This is an optimization exercise on Yosys and OpenROAD, whose aim is small area, not a production implementation.
Where RTL was checked, it was by simulation tests only, not by an equivalence proof against the original.

==> job 5524: inputs <==
Design cnn_top, start of the top module:
module cnn_top
(
    input  logic        clk,
    input  logic        reset,
    input  logic        load_req,
    input  logic [15:0] load_cmd,        
    output logic        load_ack,
    input  logic        run_req,
    output logic        run_ack,
    output logic [81:0] result           
);
Settings: LEC_CHECK=0, CAP_MARGIN=20, CORE_MARGIN=2, CORE_UTILIZATION=40, CTS_BUF_LIST=sky130_fd_sc_hd__clkbuf_2 sky130_fd_sc_hd__clkbuf_4, SLEW_MARGIN=20; clock period 10.0 ns.
run.sh (not shown) runs the stock make flow with config.mk's settings and CLKGATE_MAP_FILE= SYNTH_SCRIPT=/design/flow/synth_recipe.tcl, a recipe that flattens the netlist after the stock synthesis.
==> job 1053 (differences from job 5524) <==
--- a/flow/design.v
+++ b/flow/design.v
@@ -22,11 +22,10 @@
     logic        wflag;                      
     logic [63:0][7:0] img;
     logic [8:0][7:0]  flt;
     logic [35:0][7:0] wts;
     logic [8:0][7:0]  fea;
-    logic signed [19:0] acc;
     logic [7:0]  pend;                       
     logic signed [19:0] scores [0:3];
     logic [1:0]  win_class;
     assign result = {win_class, scores[3], scores[2], scores[1], scores[0]};
     logic psi_end;
@@ -150,16 +149,19 @@
         else
         begin
             opa = (psi < 4'd3) ? img[0] : (psi < 4'd6) ? img[5] : img[10];
             opb = flt[0];
         end
-        sum = ((psi == 4'd0) ? 20'sd0 : acc)
+        sum = ((psi == 4'd0) ? 20'sd0 : scores[3])
               + 20'($signed({1'b0, opa}) * $signed(opb));
     end
     always_ff @(posedge clk)
     begin
-        acc <= sum;
+        if (state != S_ACK)
+        begin
+            scores[3] <= sum;
+        end
         if (psi_end)
         begin
             pend <= sum < 0 ? 8'd0 : sum > 255 ? 8'd255 : sum[7:0];
         end
     end
@@ -188,22 +190,25 @@
         else
         begin
             fea[8] <= fea[0];
         end
     end
+    logic [1:0] best_idx;
+    logic signed [19:0] best;
+    assign best_idx = win_class - cls + 2'd3;
+    assign best = (best_idx == 2'd0) ? scores[0] : (best_idx == 2'd1) ? scores[1] : scores[2];
     always_ff @(posedge clk)
     begin
         if (dense && psi_end)
         begin
-            for (int q = 0; q < 4; q++)
-            begin
-                if (cls == 2'(q))
-                begin
-                    scores[q] <= sum;
-                end
-            end
-            if (cls == 2'd0 || sum > scores[win_class])
+            if (cls != 2'd3)
+            begin
+                scores[2] <= sum;
+                scores[1] <= scores[2];
+                scores[0] <= scores[1];
+            end
+            if (cls == 2'd0 || sum > best)
             begin
                 win_class <= cls;
             end
         end
     end
==> flow/flow/run.sh (new file) <==
#!/bin/bash
# Standard layout with two changes: input/output ports are buffered with the
# smallest buffer, and clock tree synthesis uses no dummy loads.
set -euo pipefail
export BUFFER_PORTS_ARGS="-buffer_cell sky130_fd_sc_hd__buf_1"
export CTS_ARGS="-sink_clustering_enable -repair_clock_nets -dont_use_dummy_load"
bash standard.sh > standard.log 2>&1
==> flow/standard.sh (new file) <==
#!/bin/bash
# synth_recipe.tcl (not shown) runs the flow's synth.tcl, then flattens the netlist and writes it again
# the make line also repeats each setting of config.mk as NAME=value (left out here)
make -C /OpenROAD-flow-scripts/flow DESIGN_CONFIG=/design/flow/config.mk WORK_HOME=/design/flow/orfs CLKGATE_MAP_FILE= SYNTH_SCRIPT=/design/flow/synth_recipe.tcl "${@:-finish}"
--- a/flow/config.mk
+++ b/flow/config.mk
@@ -6,7 +6,6 @@
 export NUM_CORES = 4
 export LEC_CHECK = 0
 export CAP_MARGIN = 20
 export CORE_MARGIN = 2
 export CORE_UTILIZATION = 40
-export CTS_BUF_LIST = sky130_fd_sc_hd__clkbuf_2 sky130_fd_sc_hd__clkbuf_4
 export SLEW_MARGIN = 20
removed: flow/run.sh
==> job 1487 (differences from job 5524) <==
--- a/flow/design.v
+++ b/flow/design.v
@@ -22,11 +22,10 @@
     logic        wflag;                      
     logic [63:0][7:0] img;
     logic [8:0][7:0]  flt;
     logic [35:0][7:0] wts;
     logic [8:0][7:0]  fea;
-    logic signed [19:0] acc;
     logic [7:0]  pend;                       
     logic signed [19:0] scores [0:3];
     logic [1:0]  win_class;
     assign result = {win_class, scores[3], scores[2], scores[1], scores[0]};
     logic psi_end;
@@ -150,16 +149,19 @@
         else
         begin
             opa = (psi < 4'd3) ? img[0] : (psi < 4'd6) ? img[5] : img[10];
             opb = flt[0];
         end
-        sum = ((psi == 4'd0) ? 20'sd0 : acc)
+        sum = ((psi == 4'd0) ? 20'sd0 : scores[3])
               + 20'($signed({1'b0, opa}) * $signed(opb));
     end
     always_ff @(posedge clk)
     begin
-        acc <= sum;
+        if (state != S_ACK)
+        begin
+            scores[3] <= sum;
+        end
         if (psi_end)
         begin
             pend <= sum < 0 ? 8'd0 : sum > 255 ? 8'd255 : sum[7:0];
         end
     end
@@ -188,22 +190,25 @@
         else
         begin
             fea[8] <= fea[0];
         end
     end
+    logic [1:0] best_idx;
+    logic signed [19:0] best;
+    assign best_idx = win_class - cls + 2'd3;
+    assign best = (best_idx == 2'd0) ? scores[0] : (best_idx == 2'd1) ? scores[1] : scores[2];
     always_ff @(posedge clk)
     begin
         if (dense && psi_end)
         begin
-            for (int q = 0; q < 4; q++)
-            begin
-                if (cls == 2'(q))
-                begin
-                    scores[q] <= sum;
-                end
-            end
-            if (cls == 2'd0 || sum > scores[win_class])
+            if (cls != 2'd3)
+            begin
+                scores[2] <= sum;
+                scores[1] <= scores[2];
+                scores[0] <= scores[1];
+            end
+            if (cls == 2'd0 || sum > best)
             begin
                 win_class <= cls;
             end
         end
     end
==> flow/flow/run.sh (new file) <==
#!/bin/bash
set -euo pipefail
export BUFFER_PORTS_ARGS="-buffer_cell sky130_fd_sc_hd__buf_1"
export CTS_ARGS="-sink_clustering_enable -repair_clock_nets -dont_use_dummy_load -buf_list sky130_fd_sc_hd__clkbuf_8 -sink_clustering_size 20 -sink_clustering_max_diameter 80"
bash standard.sh > standard.log 2>&1
==> flow/standard.sh (new file) <==
#!/bin/bash
# synth_recipe.tcl (not shown) runs the flow's synth.tcl, then flattens the netlist and writes it again
# the make line also repeats each setting of config.mk as NAME=value (left out here)
make -C /OpenROAD-flow-scripts/flow DESIGN_CONFIG=/design/flow/config.mk WORK_HOME=/design/flow/orfs CLKGATE_MAP_FILE= SYNTH_SCRIPT=/design/flow/synth_recipe.tcl "${@:-finish}"
--- a/flow/config.mk
+++ b/flow/config.mk
@@ -6,7 +6,6 @@
 export NUM_CORES = 4
 export LEC_CHECK = 0
 export CAP_MARGIN = 20
 export CORE_MARGIN = 2
 export CORE_UTILIZATION = 40
-export CTS_BUF_LIST = sky130_fd_sc_hd__clkbuf_2 sky130_fd_sc_hd__clkbuf_4
 export SLEW_MARGIN = 20
removed: flow/run.sh
==> job 6983 (differences from job 5524) <==
--- a/flow/config.mk
+++ b/flow/config.mk
@@ -6,7 +6,6 @@
 export NUM_CORES = 4
 export LEC_CHECK = 0
 export CAP_MARGIN = 20
 export CORE_MARGIN = 2
 export CORE_UTILIZATION = 40
-export CTS_BUF_LIST = sky130_fd_sc_hd__clkbuf_2 sky130_fd_sc_hd__clkbuf_4
 export SLEW_MARGIN = 20
==> notes <==
Synthesized area is the same in job 1053 and job 1487.
Clock-buffer cell count: job 1053 is higher than job 1487 (29).
Sequential cell count is the same in job 1487 and job 1053.
Worst hold slack, highest first: job 6983, job 1053, job 5524, job 1487.
The lowest via count belongs to job 1487, the highest to job 5524.
Global-route usage, lowest first: job 1487, job 1053, job 6983, job 5524.
Against job 1053, the non-clock buffer count of job 5524 is higher by 1.
Job 1487 ran to the end with no violations. Job 6983 passed the timing, DRC and antenna checks. Job 5524 ran to the end with no violations. Job 1053 finished clean.
Only the layout flow was run in job 1053 and job 1487; the RTL was not checked for function there.

==> port drivers added, routing unchanged <==
Ports are ideal in the flow. The routed layouts listed here were re-timed in OpenROAD. Step 1 (the two cells are an assumption about what drives the block):
set clk [get_ports {clk}]
set_driving_cell -lib_cell sky130_fd_sc_hd__clkbuf_16 $clk
set_driving_cell -lib_cell sky130_fd_sc_hd__buf_2 [delete_from_list [all_inputs] $clk]
Step 2 adds t to the input delays and takes it off the output delays; t is the mean of the earliest and latest rising clock arrival at the registers after step 1. Input paths then give back, and output paths get back, about the clock's delay inside the block. Three values: no drivers, after step 1, after step 2; two values: the first two.
run	t (ns)	slack for setup (ns)	worst setup path at the end	clock arrival spread, ns	pins driven straight from the clock port
job 5524	1.046	1.465 / 1.465 / 1.465	register to register	0.075 / 0.075	1
job 1053	0.655	1.312 / 1.312 / 1.312	register to register	0.063 / 0.063	1
job 1487	0.671	1.308 / 1.308 / 1.308	register to register	0.087 / 0.087	1
job 6983	0.695	1.499 / 1.499 / 1.499	register to register	0.044 / 0.044	1
After both steps every run listed still meets setup and hold.
